Context: an optimization exercise on an open-source flow, tuned for small area. The choices shown serve that exercise and are no tape-out recipe. In this exercise RTL edits were held to simulation tests only and were not proved equivalent to the original. Power and IR drop assume default switching activity.

### flow/flow/run.sh
#!/bin/bash
# Standard layout, with clock tree synthesis run without dummy loads.
set -euo pipefail
export CTS_ARGS="-sink_clustering_enable -repair_clock_nets -dont_use_dummy_load -sink_clustering_size 25 -sink_clustering_max_diameter 80 -buf_list {sky130_fd_sc_hd__clkbuf_8 sky130_fd_sc_hd__clkbuf_16}"
bash standard.sh > standard_make.log 2>&1
### flow/design.v
module rmr_aoi222 (input logic a0, b0, a1, b1, a2, b2, output logic y);
    assign y = ~((a0 & b0) | (a1 & b1) | (a2 & b2));
endmodule
module rmr_nand4 (input logic a, b, c, d, output logic y);
    assign y = ~(a & b & c & d);
endmodule
module rmr_nand3 (input logic a, b, c, output logic y);
    assign y = ~(a & b & c);
endmodule
module rmr_nand2 (input logic a, b, output logic y);
    assign y = ~(a & b);
endmodule
module rmr_or4 (input logic a, b, c, d, output logic y);
    assign y = a | b | c | d;
endmodule
module rmr_or3 (input logic a, b, c, output logic y);
    assign y = a | b | c;
endmodule
module rmr_and2 (input logic a, b, output logic y);
    assign y = a & b;
endmodule
module rmr_or2 (input logic a, b, output logic y);
    assign y = a | b;
endmodule
module rmr_and3 (input logic a, b, c, output logic y);
    assign y = a & b & c;
endmodule
module rmr_sel128 (input logic [127:0] sel, input logic [127:0] d, output logic y);
    logic [43:0] n1;
    logic [10:0] p2;
    logic [2:0]  p3;
    for (genvar g = 0; g < 42; g++) begin : g_l1
        rmr_aoi222 u (.a0(sel[3*g]), .b0(d[3*g]), .a1(sel[3*g+1]), .b1(d[3*g+1]),
                      .a2(sel[3*g+2]), .b2(d[3*g+2]), .y(n1[g]));
    end
    rmr_nand2 u_l1_126 (.a(sel[126]), .b(d[126]), .y(n1[42]));
    rmr_nand2 u_l1_127 (.a(sel[127]), .b(d[127]), .y(n1[43]));
    for (genvar g = 0; g < 11; g++) begin : g_l2
        rmr_nand4 u (.a(n1[4*g]), .b(n1[4*g+1]), .c(n1[4*g+2]), .d(n1[4*g+3]), .y(p2[g]));
    end
    rmr_or4 u_l3_0 (.a(p2[0]), .b(p2[1]), .c(p2[2]), .d(p2[3]), .y(p3[0]));
    rmr_or4 u_l3_1 (.a(p2[4]), .b(p2[5]), .c(p2[6]), .d(p2[7]), .y(p3[1]));
    rmr_or3 u_l3_2 (.a(p2[8]), .b(p2[9]), .c(p2[10]), .y(p3[2]));
    rmr_or3 u_l4 (.a(p3[0]), .b(p3[1]), .c(p3[2]), .y(y));
endmodule
module rmr_sel16 (input logic [15:0] sel, input logic [15:0] d, output logic y);
    logic [5:0] n1;
    logic [1:0] p2;
    for (genvar g = 0; g < 5; g++) begin : g_l1
        rmr_aoi222 u (.a0(sel[3*g]), .b0(d[3*g]), .a1(sel[3*g+1]), .b1(d[3*g+1]),
                      .a2(sel[3*g+2]), .b2(d[3*g+2]), .y(n1[g]));
    end
    rmr_nand2 u_l1_last (.a(sel[15]), .b(d[15]), .y(n1[5]));
    rmr_nand3 u_l2_0 (.a(n1[0]), .b(n1[1]), .c(n1[2]), .y(p2[0]));
    rmr_nand3 u_l2_1 (.a(n1[3]), .b(n1[4]), .c(n1[5]), .y(p2[1]));
    rmr_or2 u_l3 (.a(p2[0]), .b(p2[1]), .y(y));
endmodule
module real_mem_to_reg #(
    parameter int DATA_W = 16,
    parameter int MEM_AW = 7,
    parameter int REG_AW = 4
) (
    input  logic              CLK,
    input  logic              RESET_N,
    input  logic [DATA_W-1:0] AData,
    input  logic              MemWrite,
    input  logic [DATA_W-1:0] MemData,
    input  logic              IRWrite,
    input  logic [DATA_W-1:0] IRData,
    input  logic              RegWrite,
    output logic [DATA_W-1:0] AccOut
);
    localparam int MEM_DEPTH = 2 ** MEM_AW;
    localparam int REG_DEPTH = 2 ** REG_AW;
    logic [REG_AW-1:0] ir;
    logic [MEM_DEPTH-1:0][DATA_W-1:0] mem;
    logic [MEM_DEPTH-1:0] mem_vld;
    logic [REG_DEPTH-1:0][DATA_W-1:0] regs;
    logic [REG_DEPTH-1:0] reg_vld;
    logic [MEM_AW-1:0] mem_addr;
    assign mem_addr = AData[MEM_AW-1:0];
    logic [7:0]  lo, lo_we;
    logic [15:0] hi;
    logic [3:0]  ir_lo, ir_lo_we, ir_hi;
    always_comb begin
        for (int l = 0; l < 8; l++) begin
            lo[l]      = mem_addr[2:0] == 3'(l);
            lo_we[l] = MemWrite && mem_addr[2:0] == 3'(l);
        end
        for (int h = 0; h < 16; h++) begin
            hi[h]   = mem_addr[6:3] == 4'(h);
        end
        for (int k = 0; k < 4; k++) begin
            ir_lo[k]      = ir[1:0] == 2'(k);
            ir_lo_we[k] = RegWrite && ir[1:0] == 2'(k);
            ir_hi[k]      = ir[3:2] == 2'(k);
        end
    end
    logic [MEM_DEPTH-1:0] mem_we, mem_vld_d, mem_sel;
    for (genvar i = 0; i < MEM_DEPTH; i++) begin : g_mword
        rmr_and2 u_we  (.a(lo_we[i%8]), .b(hi[i/8]), .y(mem_we[i]));
        rmr_or2  u_vld (.a(mem_vld[i]), .b(mem_we[i]), .y(mem_vld_d[i]));
        rmr_and3 u_sel (.a(lo[i%8]), .b(hi[i/8]), .c(mem_vld[i]), .y(mem_sel[i]));
    end
    logic [REG_DEPTH-1:0] reg_we, reg_vld_d, reg_sel;
    for (genvar j = 0; j < REG_DEPTH; j++) begin : g_rword
        rmr_and2 u_we  (.a(ir_lo_we[j%4]), .b(ir_hi[j/4]), .y(reg_we[j]));
        rmr_or2  u_vld (.a(reg_vld[j]), .b(reg_we[j]), .y(reg_vld_d[j]));
        rmr_and3 u_sel (.a(ir_lo[j%4]), .b(ir_hi[j/4]), .c(reg_vld[j]), .y(reg_sel[j]));
    end
    logic [DATA_W-1:0] mem_out;
    for (genvar b = 0; b < DATA_W; b++) begin : g_bit
        logic [MEM_DEPTH-1:0] mcol;
        logic [REG_DEPTH-1:0] rcol;
        for (genvar i = 0; i < MEM_DEPTH; i++) begin : g_mc
            assign mcol[i] = mem[i][b];
        end
        for (genvar j = 0; j < REG_DEPTH; j++) begin : g_rc
            assign rcol[j] = regs[j][b];
        end
        rmr_sel128 u_mrd (.sel(mem_sel), .d(mcol), .y(mem_out[b]));
        rmr_sel16  u_rrd (.sel(reg_sel), .d(rcol), .y(AccOut[b]));
    end
    always_ff @(posedge CLK or negedge RESET_N) begin
        if (!RESET_N) begin
            ir <= '0;
        end else if (IRWrite) begin
            ir <= IRData[REG_AW-1:0];
        end
    end
    always_ff @(posedge CLK or negedge RESET_N) begin
        if (!RESET_N) begin
            mem_vld <= '0;
            reg_vld <= '0;
        end else begin
            mem_vld <= mem_vld_d;
            reg_vld <= reg_vld_d;
        end
    end
    for (genvar i = 0; i < MEM_DEPTH; i++) begin : g_mem
        always_ff @(posedge CLK) begin
            if (mem_we[i]) mem[i] <= MemData;
        end
    end
    for (genvar j = 0; j < REG_DEPTH; j++) begin : g_reg
        always_ff @(posedge CLK) begin
            if (reg_we[j]) regs[j] <= mem_out;
        end
    end
endmodule
### flow/standard.sh
#!/bin/bash
# synth_recipe.tcl (not shown) runs the flow's synth.tcl, then flattens the netlist and writes it again
# the make line also repeats each setting of config.mk as NAME=value (left out here)
make -C /OpenROAD-flow-scripts/flow DESIGN_CONFIG=/design/flow/config.mk WORK_HOME=/design/flow/orfs CLKGATE_MAP_FILE= SYNTH_SCRIPT=/design/flow/synth_recipe.tcl "${@:-finish}"
### flow/config.mk
export PLATFORM = sky130hd
export DESIGN_NAME = real_mem_to_reg
export DESIGN_NICKNAME = real_mem_to_reg
export VERILOG_FILES = /design/flow/design.v
export SDC_FILE = /design/flow/constraint.sdc
export NUM_CORES = 4
export LEC_CHECK = 0
export CAP_MARGIN = 10
export CORE_MARGIN = 2
export CORE_UTILIZATION = 50
export CTS_BUF_LIST = sky130_fd_sc_hd__clkbuf_8 sky130_fd_sc_hd__clkbuf_16
export CTS_CLUSTER_DIAMETER = 80
export CTS_CLUSTER_SIZE = 25
export GPL_TIMING_DRIVEN = 0
export SLEW_MARGIN = 10
export SYNTH_HIERARCHICAL = 1
export SYNTH_MINIMUM_KEEP_SIZE = 0
### flow/constraint.sdc
create_clock -name core_clock -period 8.0 [get_ports {CLK}]
set_input_delay 1.6000 -clock core_clock [delete_from_list [all_inputs] [get_ports {CLK}]]
set_output_delay 1.6000 -clock core_clock [all_outputs]
set_load 0.01 [all_outputs]
==> impl_metrics.env, run 1 <==
export IMPL_initial_utilization_pct=50.5
export IMPL_topRoutingLayerUsed="met4"
export IMPL_fin_crit_sh_pct=72.5
export IMPL_n_fill_cell=12900
export IMPL_synth_seq_cells=2452
export IMPL_power_internal_uw=17000
export IMPL_cts_hold_buf=0
export IMPL_synth_compound_area_share_pct=8.78
export IMPL_drtIter0Drc=8410
export IMPL_crit_type="in2reg"
export IMPL_place_congestion=0.802
export IMPL_clockBufferDepth=3
export IMPL_viasPerCell=6.89
export IMPL_wl_met2_um=106000
export IMPL_seqPwrFrac_pct=67.3
export IMPL_cts_tree="done"
export IMPL_p_switching_uw=4260
export IMPL_overflow=0
export IMPL_final_nets=4283
export IMPL_rsz0062_at_grt="no"
export IMPL_synth_cell_types=27
export IMPL_end_kind="flop"
export IMPL_met3_length_um=19200
export IMPL_fp_dieW_um=418
export IMPL_p_sw_share_pct=20.1
export IMPL_drive_gt1_share_pct=4.85
export IMPL_syn_num_nets=4080
export IMPL_hold_violations=0
export IMPL_synth_edf_count=2304
export IMPL_fmax_ghz=0.172
export IMPL_grt_usage_pct=24.8
export IMPL_synth_xor_area_share_pct=0
export IMPL_antenna_found_initial=26
export IMPL_worstHoldPathType="reg2reg"
export IMPL_cellLeakagePower_uw=0.0295
export IMPL_vdd_drop_max_uv=171
export IMPL_relSlewSlack_pct=19.5
export IMPL_p_comb_share_pct=3.7
export IMPL_tightestPinTransition_ns=1.21
export IMPL_postLayoutCoreUtil_pct=54.6
export IMPL_maxCapViolations=0
export IMPL_min_period_ns=5.80
export IMPL_vias=44600
export IMPL_row_count=151
export IMPL_setup_viol=0
export IMPL_clock_skew_ns=0.0925
export IMPL_firstDrtPassIters=9
export IMPL_async_flop_share_pct=6.04
export IMPL_route_detailed_drc=0
export IMPL_slew_viol_final=0
export IMPL_layout_common_cells="edfxtp_1 (2,304), a222oi_1 (752), nand4_1 (176)"
export IMPL_crit_chain="clkdlybuf4s50_1 > buf_6 > and3b_2 > buf_16 > and3_1 > a222oi_1 > nand4_1 > or4_1 > or3_1"
export IMPL_worst_ep_arrival_time_ns=6.21
export IMPL_synthAdderAreaFrac_pct=0
export IMPL_routedWlPerCell_um=34.1
export IMPL_r2r_slack_ns=4.06
export IMPL_drt_total_wl_um=221000
export IMPL_cts_resized=0
export IMPL_h_tree_depth=3
export IMPL_critPathRequiredTime_ns=8.41
export IMPL_setup_tns_ns=0
export IMPL_cpPeakStageDelay_ns=0.78
export IMPL_post_cts_buffers=0
export IMPL_clkSinkCount=2452
export IMPL_yosys_area_share_simple_pct=6.02
export IMPL_layout_commonest_cell="edfxtp_1"
export IMPL_io_pins=69
export IMPL_syn_area_sq_um=85700
export IMPL_fp_dieH_um=418
export IMPL_ys_seq_area_share_pct=85.1
export IMPL_clock_root_buffer="clkbuf_16"
export IMPL_crit_slowest_cell="or4_1"
export IMPL_grt_pass1_vias=41800
export IMPL_grt_first_pass_wirelength_um=308000
export IMPL_postRouteAntennaNets=0
export IMPL_synth_mux_area_share_pct=0.0526
export IMPL_clk_latency_ns=0.78
export IMPL_clk_pin_slew_ns=0.08
export IMPL_wl_met1_um=90000
export IMPL_synth_flop_cell="edfxtp_1"
export IMPL_synth_warning_count=7
export IMPL_cts_inserted_buffers=114
export IMPL_power_density_nw_per_um2=229
export IMPL_crit_fanout=16
export IMPL_core_area_sq_um=170000
export IMPL_setup_worst_path_start_class="input port"
export IMPL_numPortBuffers=47
export IMPL_grt_max_degree=96
export IMPL_clock_power_share_pct=29.0
export IMPL_synth_top_family_by_area="compound AO/OA/AOI/OAI gates"
export IMPL_avgSynthCellArea_sq_um=21.3
export IMPL_status="finished clean"
export IMPL_die_area_sq_um=175000
export IMPL_hpwl_um=132000
export IMPL_syn_to_final_growth_pct=8.26
export IMPL_synth_cells=4027
synthesized netlist by cell type, types with 2 or more instances:
master	n	area [sq um]
edfxtp_1	2304	69200
a222oi_1	752	7530
nand4_1	176	1100
or2_1	160	1000
dfrtp_1	148	3700
and2_1	146	913
and3_1	146	913
nand2_1	48	180
nand3_1	32	160
or3_1	32	200
or4_1	32	240
and4b_1	7	70.1
and3b_1	5	43.8
and4bb_2	5	62.6
buf_6	5	56.3
and4bb_1	4	50.1
mux2_2	4	45.0
nor2b_1	4	25.0
nor4b_4	4	95.1
nor3b_2	3	37.5
and4_1	2	17.5
buf_4	2	15.0
nor2_1	2	7.51
cell families (layout without fill, tap and decap cells):
logic type             count (synthesis)  count (layout)
AO/OA/AOI/OAI                        752             752
multiplexers                           4               4
other                                  0              24
buffers and inverters                  7             208
flip-flops                          2452            2452
AND/OR/NAND/NOR                      812             812
state kept, by name (all words and copies together), names as in the netlist:
name	count
ir	4
mem	2048
mem_vld	128
reg_vld	16
regs	256
critical path, delay by kind of cell:
| kind | cells | cell delay, ns |
|---|---|---|
| buffers and inverters | 3 | 1.11 |
| and+or+nand+nor | 5 | 2.68 |
| AOI/OAI and AO/OA | 1 | 0.75 |
power groups by stage:
stage / Clock, uW / Sequential, uW / Combinational (uW)
6_report: 6170 / 14300 / 787
5_1_grt: 6670 / 14300 / 835
4_1_cts: 6270 / 14300 / 791
3_5_place_dp: 0 / 14600 / 790
3_3_place_gp: 0 / 14700 / 723
2_1_floorplan: 0 / 14600 / 262
worst paths after layout:
check	startpoint	to	depth (start not counted)
max in group asynchronous	RESET_N	mem_vld[95]	2
worst min register to register	mem_vld[77]	mem_vld[77]	1
worst max register to register	mem_vld[87]	regs[19]	5
worst min-delay path	mem_vld[77]	mem_vld[77]	1
worst max-delay path	AData[1]	regs[207]	9
min in group asynchronous	RESET_N	ir[1]	1
area by class of cell:
cell class	count	area [sq um]	share of cell area, %
multi-input cells	1568	12800	13.8
clock buffers	114	2850	3.08
well taps	2218	2780	2.99
repair buffers	87	1340	1.44
flip-flops and latches	2452	72900	78.6
plain buffers	7	71.3	0.0769
diodes	24	60.1	0.0647
metrics by stage:
step | power, uW | hold WS (ns) | setup WS, ns | instance area, sq um | instances
3_5_place_dp | 15400 | 0.440 | 1.44 | 89900 | 6332
6_report | 21200 | 0.459 | 2.20 | 92800 | 6470
4_1_cts | 21300 | 0.461 | 2.28 | 92700 | 6446
2_1_floorplan | 14800 | 0.424 | 3.89 | 85700 | 4027
3_3_place_gp | 15400 | 0.438 | -2.54 | 88900 | 6292
5_1_grt | 21800 | 0.469 | 2.30 | 92700 | 6447
routing by layer:
metal	global-route usage, %	up-vias
met2	39.1	2159
met5	0	-
li1	-	18600
met4	6.63	0
met1	36.9	23500
met3	3.17	245
modules after synthesis (local to each module, per instance), excerpt:
module | flops+latches | times used
rmr_or4 | 0 | 32
rmr_or3 | 0 | 32
rmr_nand2 | 0 | 48
rmr_or2 | 0 | 160
rmr_and2 | 0 | 144
rmr_nand3 | 0 | 32
rmr_nand4 | 0 | 176
real_mem_to_reg | 2452 | 1
==> run 2, diff against run 1 <==
==> flow/run.sh (new file) <==
#!/bin/bash
# synth_recipe.tcl (not shown) runs the flow's synth.tcl, then flattens the netlist and writes it again
# the make line also repeats each setting of config.mk as NAME=value (left out here)
make -C /OpenROAD-flow-scripts/flow DESIGN_CONFIG=/design/flow/config.mk WORK_HOME=/design/flow/orfs CLKGATE_MAP_FILE= SYNTH_SCRIPT=/design/flow/synth_recipe.tcl finish
removed: flow/flow/run.sh
removed: flow/standard.sh
==> impl_metrics.env, run 2 <==
export IMPL_status="finished clean"
export IMPL_layout_commonest_cell="edfxtp_1"
export IMPL_async_flop_share_pct=6.04
export IMPL_critPathRequiredTime_ns=8.43
export IMPL_clock_power_share_pct=31.4
export IMPL_cpPeakStageDelay_ns=0.77
export IMPL_numPortBuffers=47
export IMPL_p_switching_uw=4510
export IMPL_place_congestion=0.802
export IMPL_fp_dieW_um=418
export IMPL_whs_path_depth=1
export IMPL_r2r_start="mem_vld[87]"
export IMPL_drtIter0Drc=8461
export IMPL_clock_skew_ns=0.0530
export IMPL_cp_num_buf_inv=3
export IMPL_grt_usage_pct=24.8
export IMPL_hold_violations=0
export IMPL_synth_top_cells_by_count="edfxtp_1 (2,304), a222oi_1 (752), nand4_1 (176)"
export IMPL_tightestPinTransition_ns=1.27
export IMPL_cts_inserted_buffers=114
export IMPL_seqPwrFrac_pct=65.0
export IMPL_synth_top_area_share_pct=80.7
export IMPL_setup_tns_ns=0
export IMPL_post_cts_buffers=0
export IMPL_setup_viol=0
export IMPL_slew_viol_final=0
export IMPL_synth_warning_count=7
export IMPL_min_period_ns=5.74
export IMPL_synth_seq_cells=2452
export IMPL_antenna_found_initial=26
export IMPL_rsz0062_at_grt="no"
export IMPL_top_register="mem"
export IMPL_synth_edf_count=2304
export IMPL_drt_total_wl_um=221000
export IMPL_synth_area_leaders="edfxtp_1 (81%), a222oi_1 (8.8%), dfrtp_1 (4.3%), nand4_1 (1.3%), or2_1 (1.2%)"
export IMPL_avgSynthCellArea_sq_um=21.3
export IMPL_power_density_nw_per_um2=235
export IMPL_power_internal_uw=17500
export IMPL_end_kind="flop"
export IMPL_n_fill_cell=12800
export IMPL_vias=44900
export IMPL_row_count=151
export IMPL_postLayoutCoreUtil_pct=55.1
export IMPL_worst_ep_arrival_time_ns=6.16
export IMPL_crit_fanout=16
export IMPL_r2r_slack_ns=3.97
export IMPL_initial_utilization_pct=50.5
export IMPL_syn_area_sq_um=85700
export IMPL_core_area_sq_um=170000
export IMPL_cts_resized=0
export IMPL_synth_cell_types=27
export IMPL_io_pins=69
export IMPL_synth_cells=4027
export IMPL_vdd_drop_max_uv=177
export IMPL_cts_hold_buf=0
export IMPL_setup_worst_path_start_class="input port"
export IMPL_reg_top3="mem x2048, regs x256, mem_vld x128"
export IMPL_relSlewSlack_pct=15.5
export IMPL_finalNonFillerCells=6575
export IMPL_routedWlPerCell_um=33.6
export IMPL_syn_to_final_growth_pct=9.29
export IMPL_worstHoldPathType="reg2reg"
export IMPL_maxCapViolations=0
export IMPL_r2r_end="regs[19]"
export IMPL_cp_top_family="simple AND/OR/NAND/NOR gates"
export IMPL_hpwl_um=132000
export IMPL_viasPerCell=6.83
export IMPL_largest_reg_flops=2048
export IMPL_postRouteAntennaNets=0
export IMPL_fmax_ghz=0.174
export IMPL_synth_area_leader_cell="edfxtp_1"
export IMPL_worst_r2r_path_depth=5
export IMPL_clk_pin_slew_ns=0.09
export IMPL_final_nets=4283
export IMPL_clockBufferDepth=3
export IMPL_die_area_sq_um=175000
export IMPL_syn_num_nets=4080
export IMPL_route_detailed_drc=0
export IMPL_grt_max_degree=96
export IMPL_ys_seq_area_share_pct=85.1
export IMPL_whs_endpoint="mem_vld[115]"
export IMPL_dpl_cell_count=6332
export IMPL_p_sw_share_pct=20.5
export IMPL_cts_tree="done"
export IMPL_crit_type="in2reg"
export IMPL_hold_ws_ns=0.459
export IMPL_cellLeakagePower_uw=0.0302
export IMPL_layout_common_cells="edfxtp_1 (2,304), a222oi_1 (752), nand4_1 (176)"
export IMPL_crit_chain="clkdlybuf4s50_1 > buf_6 > and3b_2 > buf_16 > and3_1 > a222oi_1 > nand4_1 > or4_1 > or3_1"
export IMPL_grt_first_pass_wirelength_um=309000
export IMPL_post_synth_top_count_cell="edfxtp_1"
export IMPL_crit_slowest_cell="a222oi_1"
export IMPL_drive_gt1_share_pct=5.66
export IMPL_fp_dieH_um=418
export IMPL_h_tree_depth=3
export IMPL_clock_root_buffer="clkbuf_16"
export IMPL_firstDrtPassIters=9
export IMPL_overflow=0
export IMPL_cp_depth=9
export IMPL_grt_pass1_vias=41900
export IMPL_clk_latency_ns=0.79
export IMPL_p_comb_share_pct=3.6
export IMPL_fin_crit_sh_pct=71.7
export IMPL_hold_start="mem_vld[115]"
export IMPL_synth_flop_cell="edfxtp_1"
export IMPL_clkSinkCount=2452
==> run 2: changes by cell type in the layout (fill, tap and decap cells not counted), moves of 6 or more <==
cell,delta
inv_1,+62
bufinv_16,+8
clkbuf_8,+8
clkinv_2,+6
inv_6,+6
==> run 2: routing by layer <==
metal | up-vias | track usage (%) | share of wire (%)
met1 | 23700 | 36.9 | 41
met3 | 235 | 3.05 | 9.0
li1 | 18800 | - | -
met5 | - | 0 | 0
met4 | 0 | 6.52 | 2.5
met2 | 2264 | 39.3 | 48
==> run 2: cells by family (layout without fill, tap and decap cells) <==
family | after synthesis | after routing | share of synthesized area (%)
DFF | 2452 | 2452 | 85.1
and+or+nand+nor | 812 | 812 | 6.02
AOI/OAI and AO/OA | 752 | 752 | 8.78
buffers and inverters | 7 | 312 | 0.0832
muxes | 4 | 4 | 0.0526
other | 0 | 25 | 0
==> run 2: cell type report <==
| type | instances | area (sq um) | area share, % |
|---|---|---|---|
| sequential | 2452 | 72900 | 77.8 |
| multi-input combinational | 1568 | 12800 | 13.6 |
| clock buffer | 124 | 3010 | 3.22 |
| tap | 2218 | 2780 | 2.96 |
| timing repair buffer | 87 | 1340 | 1.43 |
| clock inverter | 94 | 724 | 0.774 |
| buffer | 7 | 71.3 | 0.0761 |
| antenna | 25 | 62.6 | 0.0668 |
==> run 2: per-stage QoR <==
stage | setup slack, ns | area, sq um | total power [uW]
final | 2.26 | 93700 | 22000
after global routing | 2.27 | 93600 | 22600
after CTS | 2.28 | 93600 | 22100
after detailed placement | 1.44 | 89900 | 15400
after global placement | -2.54 | 88900 | 15400
after floorplan | 3.89 | 85700 | 14800
==> run 2: worst max-delay path by stage <==
| stage | startpoint | end |
|---|---|---|
| finish | AData[1] | regs[207] |
| CTS | AData[1] | regs[223] |
| detailed placement | AData[1] | regs[207] |
| global placement | RESET_N | mem_vld[93] |
| global route | AData[0] | regs[87] |
| floorplan | AData[2] | regs[0] |
==> run 2: power groups by stage <==
stage	logic (uW)	clock network, uW	registers, uW
floorplan	262	0	14600
detailed placement	790	0	14600
global route	835	7440	14300
CTS	790	7030	14300
finish	786	6920	14300
global placement	723	0	14700
==> run 2: worst register-to-register path: stages, from the launching register on <==
cell	delay (ns)
dfrtp_1	0.39
and3_1	0.42
a222oi_1	0.81
nand4_1	0.51
or4_1	0.79
or3_1	0.73
==> run 2: per-module statistics from Yosys, one instance, submodules excluded, a selection <==
module,flops+latches,cells
rmr_nand4,0,1
rmr_or3,0,1
rmr_or2,0,1
rmr_aoi222,0,1
rmr_nand2,0,1
rmr_or4,0,1
rmr_and3,0,1
real_mem_to_reg,2452,2507
rmr_nand3,0,1
rmr_and2,0,1

[afterwards: timing with drivers on the ports]
The flow's constraints put no driver on any port. The routed layouts listed below were extracted and timed again, unchanged, in two steps.
Step 1 assumes that a clkbuf_16 drives the clock port and a buf_2 every other input.
Step 2 also shifts input and output timing later by t, the mid clock arrival at the registers, as if the neighbouring blocks saw the same clock.
a / b / c = no drivers / after step 1 / after step 2; a / b = the first two.
| run | t, ns | setup slack, ns | worst setup path after step 2 |
|---|---|---|---|
| run 1 | 0.835 | 2.198 / 2.258 / 1.423 | input to register |
| run 2 | 0.857 | 2.262 / 2.322 / 1.464 | input to register |
After both steps every run listed still meets setup and hold. The setup slack of run 2, which loses most, moves by +0.060 ns with the drivers and by -0.798 ns with both steps.
